This is an optimization exercise on Yosys and OpenROAD, whose aim is small area, a short achievable clock period and few clock cycles per item, not a production implementation. At most, simulation tests tie the RTL to the original design; equivalence was not proved. No activity file was given, so power comes from the tool's default toggle rates. No driver is modelled on the clock port, so clocking that relies on it looks cheaper here than on a real chip.

// sync_nbank_fifo
module sync_nbank_fifo #(
    parameter int DATA_WIDTH = 8,
    parameter int FIFO_DEPTH = 256,
    parameter int NUM_BANKS  = 2,
    parameter int AF_MARGIN  = 4,
    parameter int AE_MARGIN  = 4
) (
    input  logic                          clk,
    input  logic                          rstn,
    input  logic [DATA_WIDTH-1:0]         in_data,
    input  logic                          in_valid,
    output logic                          in_ready,
    output logic [DATA_WIDTH-1:0]         out_data,
    output logic                          out_valid,
    input  logic                          out_ready,
    input  logic                          clear,
    output logic [$clog2(FIFO_DEPTH):0]   count
);
Size in the first run: ~2100 flip-flops, ~32 I/O pins.
Settings: LEC_CHECK=0, ABC_AREA=1, CAP_MARGIN=20, CORE_MARGIN=2, CORE_UTILIZATION=65, CTS_CLUSTER_DIAMETER=100, CTS_CLUSTER_SIZE=30, PLACE_DENSITY=0.75, SETUP_SLACK_MARGIN=4.0, SLEW_MARGIN=20; clock period 6.5 ns.
standard.sh (not shown) runs the stock make flow with config.mk's settings and CLKGATE_MAP_FILE= SYNTH_SCRIPT=/design/flow/synth_recipe.tcl, a recipe that flattens the netlist after the stock synthesis.
==> flow/flow/run.sh <==
#!/bin/bash
set -o pipefail
export BUFFER_PORTS_ARGS="-buffer_cell sky130_fd_sc_hd__buf_4"
export CTS_ARGS="-sink_clustering_enable -repair_clock_nets -sink_clustering_size 30 -sink_clustering_max_diameter 100 -dont_use_dummy_load"
bash standard.sh > standard.log 2>&1
The first run finished with timing, DRC and antenna clean.
Testbench counts at the start, summed over its fixed seeds: cycles 12,164, items 11,200.
Edit:
==> flow/flow/run.sh (replaced) <==
#!/bin/bash
# Layout flow: the standard flow (the standard.sh, all ORFS steps from
# its unchanged synthesis to the final layout) with one change: the port
# buffers that ORFS puts on every input and output are sky130_fd_sc_hd__buf_4
# cells instead of the delay cell buffer_ports picks by default.
set -o pipefail
export BUFFER_PORTS_ARGS="-buffer_cell sky130_fd_sc_hd__buf_4"
bash standard.sh > standard.log 2>&1
--- a/flow/config.mk
+++ b/flow/config.mk
@@ -9,8 +9,8 @@
 export CAP_MARGIN = 20
 export CORE_MARGIN = 2
-export CORE_UTILIZATION = 65
-export CTS_CLUSTER_DIAMETER = 100
-export CTS_CLUSTER_SIZE = 30
-export PLACE_DENSITY = 0.75
+export CORE_UTILIZATION = 55
+export CTS_CLUSTER_DIAMETER = 90
+export CTS_CLUSTER_SIZE = 26
+export PLACE_DENSITY = 0.65
 export SETUP_SLACK_MARGIN = 4.0
 export SLEW_MARGIN = 20
After rerunning: Final area goes up by about 1.3%; total power went up by about 2.3%; core utilization went down by 10 points; wire length falls by about 5%; count of clock-buffer cells in the layout grows by 15; area after synthesis is unchanged; setup slack loses 62 ps.


P:
Another version of the RTL of sync_nbank_fifo (not shown whole).
Size: ~2100 flip-flops, about 32 I/O pins.
==> flow/config.mk <==
export PLATFORM = sky130hd
export DESIGN_NAME = sync_nbank_fifo
export DESIGN_NICKNAME = sync_nbank_fifo
export VERILOG_FILES = /design/flow/design.v
export SDC_FILE = /design/flow/constraint.sdc
export NUM_CORES = 4
export LEC_CHECK = 0
export ABC_AREA = 1
export CAP_MARGIN = 20
export CORE_MARGIN = 2
export CORE_UTILIZATION = 55
export CTS_CLUSTER_DIAMETER = 90
export CTS_CLUSTER_SIZE = 26
export PLACE_DENSITY = 0.65
export SETUP_SLACK_MARGIN = 4.0
export SLEW_MARGIN = 20
export TNS_END_PERCENT = 5
==> flow/constraint.sdc <==
create_clock -name core_clock -period 6.5 [get_ports {clk}]
set_input_delay 1.3000 -clock core_clock [delete_from_list [all_inputs] [get_ports {clk}]]
set_output_delay 1.3000 -clock core_clock [all_outputs]
set_load 0.01 [all_outputs]
==> flow/flow/run.sh <==
#!/bin/bash
# Layout flow: the standard flow (the standard.sh, all ORFS steps from
# its unchanged synthesis to the final layout) with one change: the port
# buffers that ORFS puts on every input and output are sky130_fd_sc_hd__buf_4
# cells instead of the delay cell buffer_ports picks by default.
set -o pipefail
export BUFFER_PORTS_ARGS="-buffer_cell sky130_fd_sc_hd__buf_4"
bash standard.sh > standard.log 2>&1
Both conditions hold for P: the flow ran to the end and the final layout passed the timing, design-rule and antenna checks.
> inputs changed (P -> Q)
-- flow/config.mk --
<<< P, line 16
export SLEW_MARGIN = 20
export TNS_END_PERCENT = 5
>>> Q, line 16
export SLEW_MARGIN = 20
## What came out
- Compared with P, Q ends up with a larger final cell area.
- Between P and Q, the difference in starting utilization of the core area is negligible.
- Looking at total net switching power, Q sits 1.2% higher than P does.
- Cmp P and Q / fraction of power consumed by sequential logic / lower: Q
- Cmp Q vs P: sequential share of layout area lower in Q
- Comparing Q against P, there is no change at all in sequential cell count.
Function was not checked in any run of this note: the RTL went through the layout flow alone.


sync_nbank_fifo, a different RTL version from the one above (not shown whole).
Size: about 3800 cells after synthesis, ~2200 flip-flops, about 32 I/O pins.
==> flow/config.mk <==
export PLATFORM = sky130hd
export DESIGN_NAME = sync_nbank_fifo
export DESIGN_NICKNAME = sync_nbank_fifo
export VERILOG_FILES = /design/flow/design.v
export SDC_FILE = /design/flow/constraint.sdc
export NUM_CORES = 4
export LEC_CHECK = 0
export CAP_MARGIN = 20
export CORE_MARGIN = 2
export CORE_UTILIZATION = 55
export CTS_CLUSTER_DIAMETER = 100
export CTS_CLUSTER_SIZE = 30
export PLACE_DENSITY = 0.65
export SETUP_SLACK_MARGIN = 3.0
export SLEW_MARGIN = 20
==> flow/constraint.sdc <==
create_clock -name core_clock -period 6.5 [get_ports {clk}]
set_input_delay 1.3000 -clock core_clock [delete_from_list [all_inputs] [get_ports {clk}]]
set_output_delay 1.3000 -clock core_clock [all_outputs]
set_load 0.01 [all_outputs]
run.sh (not shown) runs the stock make flow with config.mk's settings and CLKGATE_MAP_FILE= SYNTH_SCRIPT=/design/flow/synth_recipe.tcl, a recipe that flattens the netlist after the stock synthesis.
Stock flow here: none of the scripts above is used.
Change:
Settings changed: ABC_CLOCK_PERIOD_IN_PS set to 2500, SETUP_SLACK_MARGIN 3.0 to 3.5.
Result: Critical path depth drops by 4. First-iteration DRC count climbs by 10%. Routed wire length climbs by 2.3%. Setup slack gets better by 0.25 ns. Global-route usage climbs by 0.21 points. Sequential cell count does not change. Hold slack gets worse by 0.021 ns. Total power climbs by 2.1%. Utilization climbs by 1.1 points.
Change:
==> flow/flow/run.sh (new file) <==
#!/bin/bash
# Layout flow: the standard flow (the standard.sh, all ORFS steps from
# its unchanged synthesis to the final layout) with one change: the port
# buffers that ORFS puts on every input and output are sky130_fd_sc_hd__buf_4
# cells instead of the delay cell buffer_ports picks by default.
set -o pipefail
export BUFFER_PORTS_ARGS="-buffer_cell sky130_fd_sc_hd__buf_4"
bash standard.sh > standard.log 2>&1
==> flow/standard.sh (new file) <==
#!/bin/bash
# synth_recipe.tcl (not shown) runs the flow's synth.tcl, then flattens the netlist and writes it again
# the make line also repeats each setting of config.mk as NAME=value (left out here)
make -C /OpenROAD-flow-scripts/flow DESIGN_CONFIG=/design/flow/config.mk WORK_HOME=/design/flow/orfs CLKGATE_MAP_FILE= SYNTH_SCRIPT=/design/flow/synth_recipe.tcl "${@:-finish}"
Settings changed: CTS_CLUSTER_DIAMETER 100 to 90, CTS_CLUSTER_SIZE 30 to 26, SETUP_SLACK_MARGIN 3.5 to 4.0.
removed: flow/run.sh
Area after synthesis stays the same.
Total power goes up by 6.1%.
Non-clock buffer count goes up by 124.
Die area is unchanged.
Function was not checked in any run of this note: the RTL went through the layout flow alone.


## v6
RTL: one of the versions met above, not the one the previous note started from.
For scale: ~4000 cells after synthesis, ~2100 flip-flops, ~32 I/O pins, about 0.053 mm2 of cells after synthesis.
clock: 6.5 ns
lec_check: 0
abc_area: 1
cap_margin: 20
core_margin: 2
core_utilization: 65
cts_cluster_diameter: 90
cts_cluster_size: 26
place_density: 0.75
setup_slack_margin: 4.0
slew_margin: 20
standard.sh (not shown) runs the stock make flow with config.mk's settings and CLKGATE_MAP_FILE= SYNTH_SCRIPT=/design/flow/synth_recipe.tcl, a recipe that flattens the netlist after the stock synthesis.
==> flow/flow/run.sh <==
#!/bin/bash
# Layout flow: the standard flow (the standard.sh, all ORFS steps from
# its unchanged synthesis to the final layout) with one change: the port
# buffers that ORFS puts on every input and output are sky130_fd_sc_hd__buf_4
# cells instead of the delay cell buffer_ports picks by default.
set -o pipefail
export BUFFER_PORTS_ARGS="-buffer_cell sky130_fd_sc_hd__buf_4"
bash standard.sh > standard.log 2>&1
Testbench counts of v6, summed over its fixed seeds: cycles 12,164, items 11,200.
Setup changes, v6 to v7
Settings: a change of PLACE_DENSITY from 0.75 to 0.65; a change of CORE_UTILIZATION from 65 to 55.
==> flow/flow/run.sh <==
#!/bin/bash
set -o pipefail
export BUFFER_PORTS_ARGS="-buffer_cell sky130_fd_sc_hd__buf_4"
export CTS_ARGS="-sink_clustering_enable -repair_clock_nets -sink_clustering_size 26 -sink_clustering_max_diameter 90 -dont_use_dummy_load"
bash standard.sh > standard.log 2>&1
Results
v7 reached the end of the flow, and the finished layout is clean on the timing, design-rule and antenna checks.
Compared with v6, in v7 global routing usage on met3 rose by 0.25 points; setup slack fell by 5.8 ps.
v7 vs v6 — relative slew slack rose 1.6 points.
Looking at minimum setup slack after placement across both flows, v7 is the weaker of the two, with v6 ahead.
Comparing v7 and v6, the lower global-route usage over all layers was measured on v7.


## main
sync_nbank_fifo, a different RTL version from the one above (not shown whole).
Size: about 4200 cells after synthesis, about 2100 flip-flops, roughly 58000 µm² of cells after synthesis.
Settings: LEC_CHECK=0, CAP_MARGIN=20, CORE_MARGIN=2, CORE_UTILIZATION=45, PLACE_DENSITY=0.6, SLEW_MARGIN=20; clock period 6.5 ns.
run.sh (not shown) runs the stock make flow with config.mk's settings and CLKGATE_MAP_FILE= SYNTH_SCRIPT=/design/flow/synth_recipe.tcl, a recipe that flattens the netlist after the stock synthesis.
Stock flow here: none of the scripts above is used.
Testbench counts of main, summed over its fixed seeds: cycles 12,164, items 11,200.
[inputs] the feature branch vs main
Settings: CTS_CLUSTER_DIAMETER now 100, previously not set; CORE_UTILIZATION now 55, was 45; CTS_CLUSTER_SIZE now 30, previously not set; PLACE_DENSITY now 0.65, was 0.6.
Notes after the runs:
- main completed every stage of the flow, and the final layout passed the timing, design-rule and antenna checks.
- In summary, the feature branch completed successfully, with a layout that passed the timing, design-rule and antenna checks.
- Between the feature branch and main, the remaining number of nets flagged by the antenna check after routing does not differ in any meaningful way.
- Area after detailed placement, the feature branch vs main: down slightly
- The minimum setup slack after placement number comes out higher for main vs the feature branch.
- Post-layout net count for the feature branch: 100 down relative to main
- The register cell area after layout of main and that of the feature branch are within noise of each other.
- Effective utilization at floorplan delta for the feature branch relative to main: 10 points higher
- The total power per unit cell area in the feature branch was lower than what main gave.
- Cmp the feature branch vs main: global-route track usage on met1 higher in the feature branch
- The cell area reported for the feature branch is smaller than that of main by 7.1%.
- In the feature branch the final instance count without filler cells turned out 515 lower than in main.


sync_nbank_fifo, a different RTL version from the one above (not shown whole).
Size in the first run: ~32 I/O pins.
export LEC_CHECK = 0
export ABC_CLOCK_PERIOD_IN_PS = 2500
export CAP_MARGIN = 20
export CORE_MARGIN = 2
export CORE_UTILIZATION = 55
export CTS_CLUSTER_DIAMETER = 90
export CTS_CLUSTER_SIZE = 26
export PLACE_DENSITY = 0.65
export SETUP_SLACK_MARGIN = 3.7
export SLEW_MARGIN = 20
create_clock -name core_clock -period 6.5 [get_ports {clk}]
standard.sh (not shown) runs the stock make flow with config.mk's settings and CLKGATE_MAP_FILE= SYNTH_SCRIPT=/design/flow/synth_recipe.tcl, a recipe that flattens the netlist after the stock synthesis.
==> flow/flow/run.sh <==
#!/bin/bash
# Layout flow: the standard flow (the standard.sh, all ORFS steps from
# its unchanged synthesis to the final layout) with one change: the port
# buffers that ORFS puts on every input and output are sky130_fd_sc_hd__buf_4
# cells instead of the delay cell buffer_ports picks by default.
set -o pipefail
export BUFFER_PORTS_ARGS="-buffer_cell sky130_fd_sc_hd__buf_4"
bash standard.sh > standard.log 2>&1
Testbench counts at the start, summed over its fixed seeds: cycles 12,164, items 11,200.
Next try:
- ABC_CLOCK_PERIOD_IN_PS: 2500 -> 4000
- SETUP_SLACK_MARGIN: 3.7 -> 4.0
Result: Clock-buffer cell count rises by 1; final cell count rises by 0.65%; synthesized cell count does not change; via count rises by 1.7%; global-route usage stays flat; worst hold slack gets worse by 26 ps; flip-flop and latch count stays the same.
Next try:
- ABC_CLOCK_PERIOD_IN_PS: 4000 -> 2500
Result: The changed run ran to the end with no violations. Clock-buffer cell count does not change. Power is unchanged. Sequential power stays flat. Combinational power is about the same. Critical path depth stays the same. Non-clock buffer count is unchanged. Clock skew does not change. Die area does not change.


The RTL this note starts from:
==> flow/design.v <==
package sync_nbank_fifo_pkg;
    localparam int NUM_RINGS = 16;
    localparam int RING_LEN  = 14;
endpackage
module sync_nbank_fifo #(
    parameter int DATA_WIDTH = 8,
    parameter int FIFO_DEPTH = 256,
    parameter int NUM_BANKS  = 2,
    parameter int AF_MARGIN  = 4,
    parameter int AE_MARGIN  = 4
) (
    input  logic                          clk,
    input  logic                          rstn,
    input  logic [DATA_WIDTH-1:0]         in_data,
    input  logic                          in_valid,
    output logic                          in_ready,
    output logic [DATA_WIDTH-1:0]         out_data,
    output logic                          out_valid,
    input  logic                          out_ready,
    input  logic                          clear,
    output logic [$clog2(FIFO_DEPTH):0]   count
);
    localparam int DW = DATA_WIDTH;
    localparam int NR = sync_nbank_fifo_pkg::NUM_RINGS;    
    localparam int RL = sync_nbank_fifo_pkg::RING_LEN;     
    localparam int CW = $clog2(FIFO_DEPTH) + 1;            
    if (FIFO_DEPTH != NR * (RL + 2) || NR != 16) begin : g_bad_cfg
        $error("sync_nbank_fifo: unsupported parameter set");
    end
    logic [3:0]    wring;
    logic [3:0]    wdist;
    logic [3:0]    rring;
    logic [3:0]    rdist;
    logic [NR-1:0] ov;           
    logic [NR-1:0] sv;           
    logic          in_ready_q;
    logic          out_valid_q;
    logic [DW-1:0] out_q;        
    logic [NR*DW-1:0] onext;     
    logic [NR-1:0]    ov_hold;   
    logic             bypass;    
    logic          wr_fire;
    logic          out_fire;
    logic [NR-1:0] orow;         
    logic [NR-1:0] srow;         
    logic [NR-1:0] ov_next;
    logic [NR-1:0] sv_next;
    logic [3:0]    rring_p1;
    logic [3:0]    wring_p1;
    logic [3:0]    rring_next;
    logic [3:0]    wring_next;
    function automatic logic [3:0] seq_dec(input logic [3:0] s);
        seq_dec = (s == 4'd0) ? 4'(RL - 1) : s - 4'd1;
    endfunction
    assign in_ready  = in_ready_q;
    assign out_valid = out_valid_q;
    assign out_data  = out_q;
    assign wr_fire  = in_valid && in_ready_q && !clear;
    assign out_fire = out_valid_q && out_ready && !clear;
    logic [NR-1:0] ge_r;         
    logic [NR-1:0] lt_w;         
    logic          r_le_w;       
    logic [15:0]   hz;           
    assign r_le_w = (rring <= wring);
    for (genvar k = 0; k < 16; k++) begin : g_dec
        assign ge_r[k] = (4'(k) >= rring);
        assign lt_w[k] = (4'(k) < wring);
        assign hz[k]   = (count[CW-1:4] == 5'(k));
    end
    for (genvar r = 0; r < NR; r++) begin : g_ring
        logic [DW*RL-1:0] ring;      
        logic [DW-1:0]    s_q;
        logic [DW-1:0]    o_q;
        logic             inc;       
        logic             dec;
        logic             extra;     
        logic             is1;       
        logic             is13;
        logic [DW-1:0]    tap;
        logic [DW-1:0]    tmux;      
        logic [DW-1:0]    o_d;
        logic             rz;        
        logic             rf;        
        logic             o_from_s;
        logic             o_from_t;
        logic             flush;
        logic             consume;
        logic             wr_here;
        assign tap  = ring[(RL-1)*DW +: DW];
        assign o_from_s = !ov[r] && rz && sv[r];
        assign o_from_t = !ov[r] && !rz && orow[r];
        assign flush    = sv[r] && srow[r] && !o_from_s && !(rf && ov[r]);
        assign consume  = out_fire && (rring == 4'(r));
        assign wr_here  = wr_fire && (wring == 4'(r));
        assign ov_hold[r] = ov[r] || o_from_s || o_from_t;
        always_comb begin
            if (ov[r] || o_from_s) ov_next[r] = !consume;
            else                    ov_next[r] = o_from_t;
            if (sv[r])  sv_next[r] = !(flush || o_from_s);
            else        sv_next[r] = wr_here;
        end
        assign inc   = flush && !o_from_t;
        assign dec   = o_from_t && !flush;
        assign extra = r_le_w ? (ge_r[r] && lt_w[r]) : (ge_r[r] || lt_w[r]);
        always_comb begin
            case ({ov[r], sv[r], extra})
                3'b000:  begin is1 = hz[1]; is13 = hz[13]; end
                3'b001:  begin is1 = hz[0]; is13 = hz[12]; end
                3'b010,
                3'b100:  begin is1 = hz[2]; is13 = hz[14]; end
                3'b011,
                3'b101:  begin is1 = hz[1]; is13 = hz[13]; end
                3'b110:  begin is1 = hz[3]; is13 = hz[15]; end
                default: begin is1 = hz[2]; is13 = hz[14]; end
            endcase
        end
        always_ff @(posedge clk or negedge rstn) begin
            if (!rstn) begin
                rz <= 1'b1;
                rf <= 1'b0;
            end else if (clear) begin
                rz <= 1'b1;
                rf <= 1'b0;
            end else if (inc) begin
                rz <= 1'b0;
                rf <= is13;
            end else if (dec) begin
                rz <= is1;
                rf <= 1'b0;
            end
        end
        assign tmux = flush ? s_q : tap;
        assign o_d  = ov[r] ? o_q : (rz ? s_q : tap);
        assign onext[r*DW +: DW] = o_d;
        always_ff @(posedge clk) begin
            ring[DW-1:0]     <= tmux;
            ring[DW*RL-1:DW] <= ring[DW*(RL-1)-1:0];
            if (!sv[r]) s_q <= in_data;
            o_q <= o_d;
        end
    end
    assign rring_p1   = rring + 4'd1;
    assign wring_p1   = wring + 4'd1;
    assign rring_next = out_fire ? rring_p1 : rring;
    logic rd_raw;
    logic byp_raw;
    assign rd_raw  = out_valid_q && out_ready;
    assign byp_raw = in_valid && in_ready_q && (count == '0 || (count == CW'(1) && rd_raw));
    assign wring_next = wr_fire ? wring_p1 : wring;
    assign bypass = wr_fire && (count == '0 || (count == CW'(1) && out_fire));
    logic [NR-1:0] orow_nr;      
    logic [NR-1:0] orow_r;
    logic [NR-1:0] srow_nw;      
    logic [NR-1:0] srow_w;
    for (genvar r = 0; r < NR; r++) begin : g_row
        assign orow_nr[r] = (4'(r) >= rring) ? (rdist == 4'd1) : (rdist == 4'd0);
        assign orow_r[r]  = (4'(r) > rring)  ? (rdist == 4'd1) : (rdist == 4'd0);
        assign srow_nw[r] = (4'(r) < wring)  ? (wdist == 4'd1) : (wdist == 4'd2);
        assign srow_w[r]  = (4'(r) <= wring) ? (wdist == 4'd1) : (wdist == 4'd2);
    end
    always_ff @(posedge clk) begin
        orow <= out_fire ? orow_r : orow_nr;
        srow <= wr_fire ? srow_w : srow_nw;
    end
    always_ff @(posedge clk or negedge rstn) begin
        if (!rstn) begin
            wring       <= '0;
            wdist       <= '0;
            rring       <= '0;
            rdist       <= '0;
            count       <= '0;
            ov          <= '0;
            sv          <= '0;
            in_ready_q  <= 1'b0;
            out_valid_q <= 1'b0;
        end else if (clear) begin
            wring       <= '0;
            wdist       <= '0;
            rring       <= '0;
            rdist       <= '0;
            count       <= '0;
            ov          <= '0;
            sv          <= '0;
            in_ready_q  <= 1'b1;
            out_valid_q <= 1'b0;
        end else begin
            wring <= wring_next;
            if (!(wr_fire && wring == 4'd15)) wdist <= seq_dec(wdist);
            rring <= rring_next;
            if (!(out_fire && rring == 4'd15)) rdist <= seq_dec(rdist);
            case ({wr_fire, out_fire})
                2'b10:   count <= count + CW'(1);
                2'b01:   count <= count - CW'(1);
                default: ;
            endcase
            ov <= ov_next;
            sv <= sv_next;
            in_ready_q <= wr_fire ? (!sv[wring_p1] && count != CW'(FIFO_DEPTH - 1))
                                  : (!sv[wring] && count != CW'(FIFO_DEPTH));
            out_valid_q <= bypass || (out_fire ? ov_hold[rring_p1] : ov_hold[rring]);
        end
    end
    always_ff @(posedge clk) begin
        out_q <= byp_raw ? in_data : onext[(rd_raw ? rring_p1 : rring)*DW +: DW];
    end
endmodule
export LEC_CHECK = 0
export ABC_AREA = 1
export CAP_MARGIN = 20
export CORE_MARGIN = 2
export CORE_UTILIZATION = 55
export CTS_CLUSTER_DIAMETER = 90
export CTS_CLUSTER_SIZE = 26
export PLACE_DENSITY = 0.65
export SETUP_SLACK_MARGIN = 3.85
export SLEW_MARGIN = 20
create_clock -name core_clock -period 6.5 [get_ports {clk}]
Scripts as last shown in full above: flow/flow/run.sh
Testbench counts at the start, summed over its fixed seeds: cycles 12,164, items 11,200.
Rerun with:
- SETUP_SLACK_MARGIN: 3.85 -> 4.0
Effect: The new run finished with timing, DRC and antenna clean; global-route usage shrinks by 0.65 points; worst hold slack improved by 0.0066 ns; utilization grows by 0.31 points; cell count hardly moves; non-clock buffer count shrinks by 1; synthesized area does not change; critical path depth is unchanged; final area grows by 0.52%.
Rerun with:
- ABC_AREA: 1 -> unset
- ABC_CLOCK_PERIOD_IN_PS: unset -> 2500
- TNS_END_PERCENT: unset -> 5
=>
- clock-buffer cell count stays the same
- via count shrinks by about 10%
- die area came out higher by 0.69%
- wire length came out lower by 1.7%
- first-iteration DRC count went up by about 1.6%
- sequential power is about the same
- non-clock buffer count grows by 35
- utilization is higher by 0.12 points
- final area came out higher by about 0.5%
- critical path depth increases by 1
- sequential share of layout area came out lower by 0.41 points
Rerun with:
- ABC_AREA: unset -> 1
- ABC_CLOCK_PERIOD_IN_PS: 2500 -> unset
After rerunning: Die area falls by 0.69%. Hold slack improved by 0.018 ns. Worst setup slack improved by 0.048 ns. Total power rises by 3.9%.

what the ideal ports hide:
How much do the figures lean on ideal ports? The routed layouts below were timed once more, with nothing changed but the port constraints.
Step 1 (the two cells are an assumption about what drives the block):
set clk [get_ports {clk}]
set_driving_cell -lib_cell sky130_fd_sc_hd__clkbuf_16 $clk
set_driving_cell -lib_cell sky130_fd_sc_hd__buf_2 [delete_from_list [all_inputs] $clk]
Step 2, shift: input delay + t, output delay - t, t = (earliest + latest rising clock arrival at the registers) / 2. This alone moves slack from input paths to output paths.
a / b / c = ideal ports / drivers / drivers and shift; a / b = the first two.
run | shift t [ns] | setup WS [ns] | worst hold slack (ns) | latest minus earliest clock arrival (ns) | worst slew at a driven data input, ns
the first run of note 1 | 0.698 | 3.896 / 3.896 / 3.355 | 0.291 / 0.291 / 0.291 | 0.092 / 0.093 | 0.10
the second run of note 1 | 0.756 | 3.835 / 3.767 / 3.244 | 0.318 / 0.318 / 0.318 | 0.035 / 0.035 | 0.06
P | 0.758 | 3.770 / 3.770 / 3.088 | 0.298 / 0.298 / 0.298 | 0.053 / 0.053 | 0.09
Q | 0.760 | 3.856 / 3.843 / 3.136 | 0.291 / 0.291 / 0.291 | 0.053 / 0.053 | 0.09
the first run of note 3 | 0.756 | 3.105 / 3.105 / 2.402 | 0.317 / 0.317 / 0.317 | 0.031 / 0.031 | 0.04
the second run of note 3 | 0.758 | 3.351 / 3.378 / 2.633 | 0.296 / 0.296 / 0.296 | 0.045 / 0.045 | 0.04
the third run of note 3 | 0.769 | 3.389 / 3.389 / 3.063 | 0.302 / 0.302 / 0.302 | 0.050 / 0.050 | 0.05
v6 | 0.749 | 3.861 / 3.794 / 3.335 | 0.296 / 0.296 / 0.296 | 0.047 / 0.046 | 0.11
v7 | 0.730 | 3.855 / 3.786 / 3.263 | 0.298 / 0.298 / 0.298 | 0.062 / 0.062 | 0.06
main | 0.887 | 1.455 / 1.455 / 1.447 | 0.273 / 0.273 / 0.273 | 0.067 / 0.067 | 0.04
the feature branch | 0.772 | 1.147 / 1.147 / 1.147 | 0.302 / 0.302 / 0.302 | 0.047 / 0.047 | 0.07
the first run of note 6 | 0.776 | 3.639 / 3.639 / 2.947 | 0.319 / 0.319 / 0.319 | 0.035 / 0.035 | 0.13
the second run of note 6 | 0.774 | 3.859 / 3.793 / 3.071 | 0.294 / 0.294 / 0.294 | 0.054 / 0.054 | 0.13
the third run of note 6 | 0.774 | 3.859 / 3.793 / 3.071 | 0.294 / 0.294 / 0.294 | 0.054 / 0.054 | 0.13
the first run of note 7 | 0.764 | 3.829 / 3.758 / 3.072 | 0.316 / 0.316 / 0.316 | 0.035 / 0.035 | 0.07
the second run of note 7 | 0.769 | 3.872 / 3.800 / 3.301 | 0.322 / 0.322 / 0.322 | 0.038 / 0.038 | 0.15
the third run of note 7 | 0.772 | 3.814 / 3.746 / 3.099 | 0.303 / 0.303 / 0.303 | 0.054 / 0.053 | 0.10
the fourth run of note 7 | 0.766 | 3.862 / 3.792 / 3.232 | 0.321 / 0.321 / 0.321 | 0.036 / 0.037 | 0.15
After both steps every run listed still meets setup and hold.
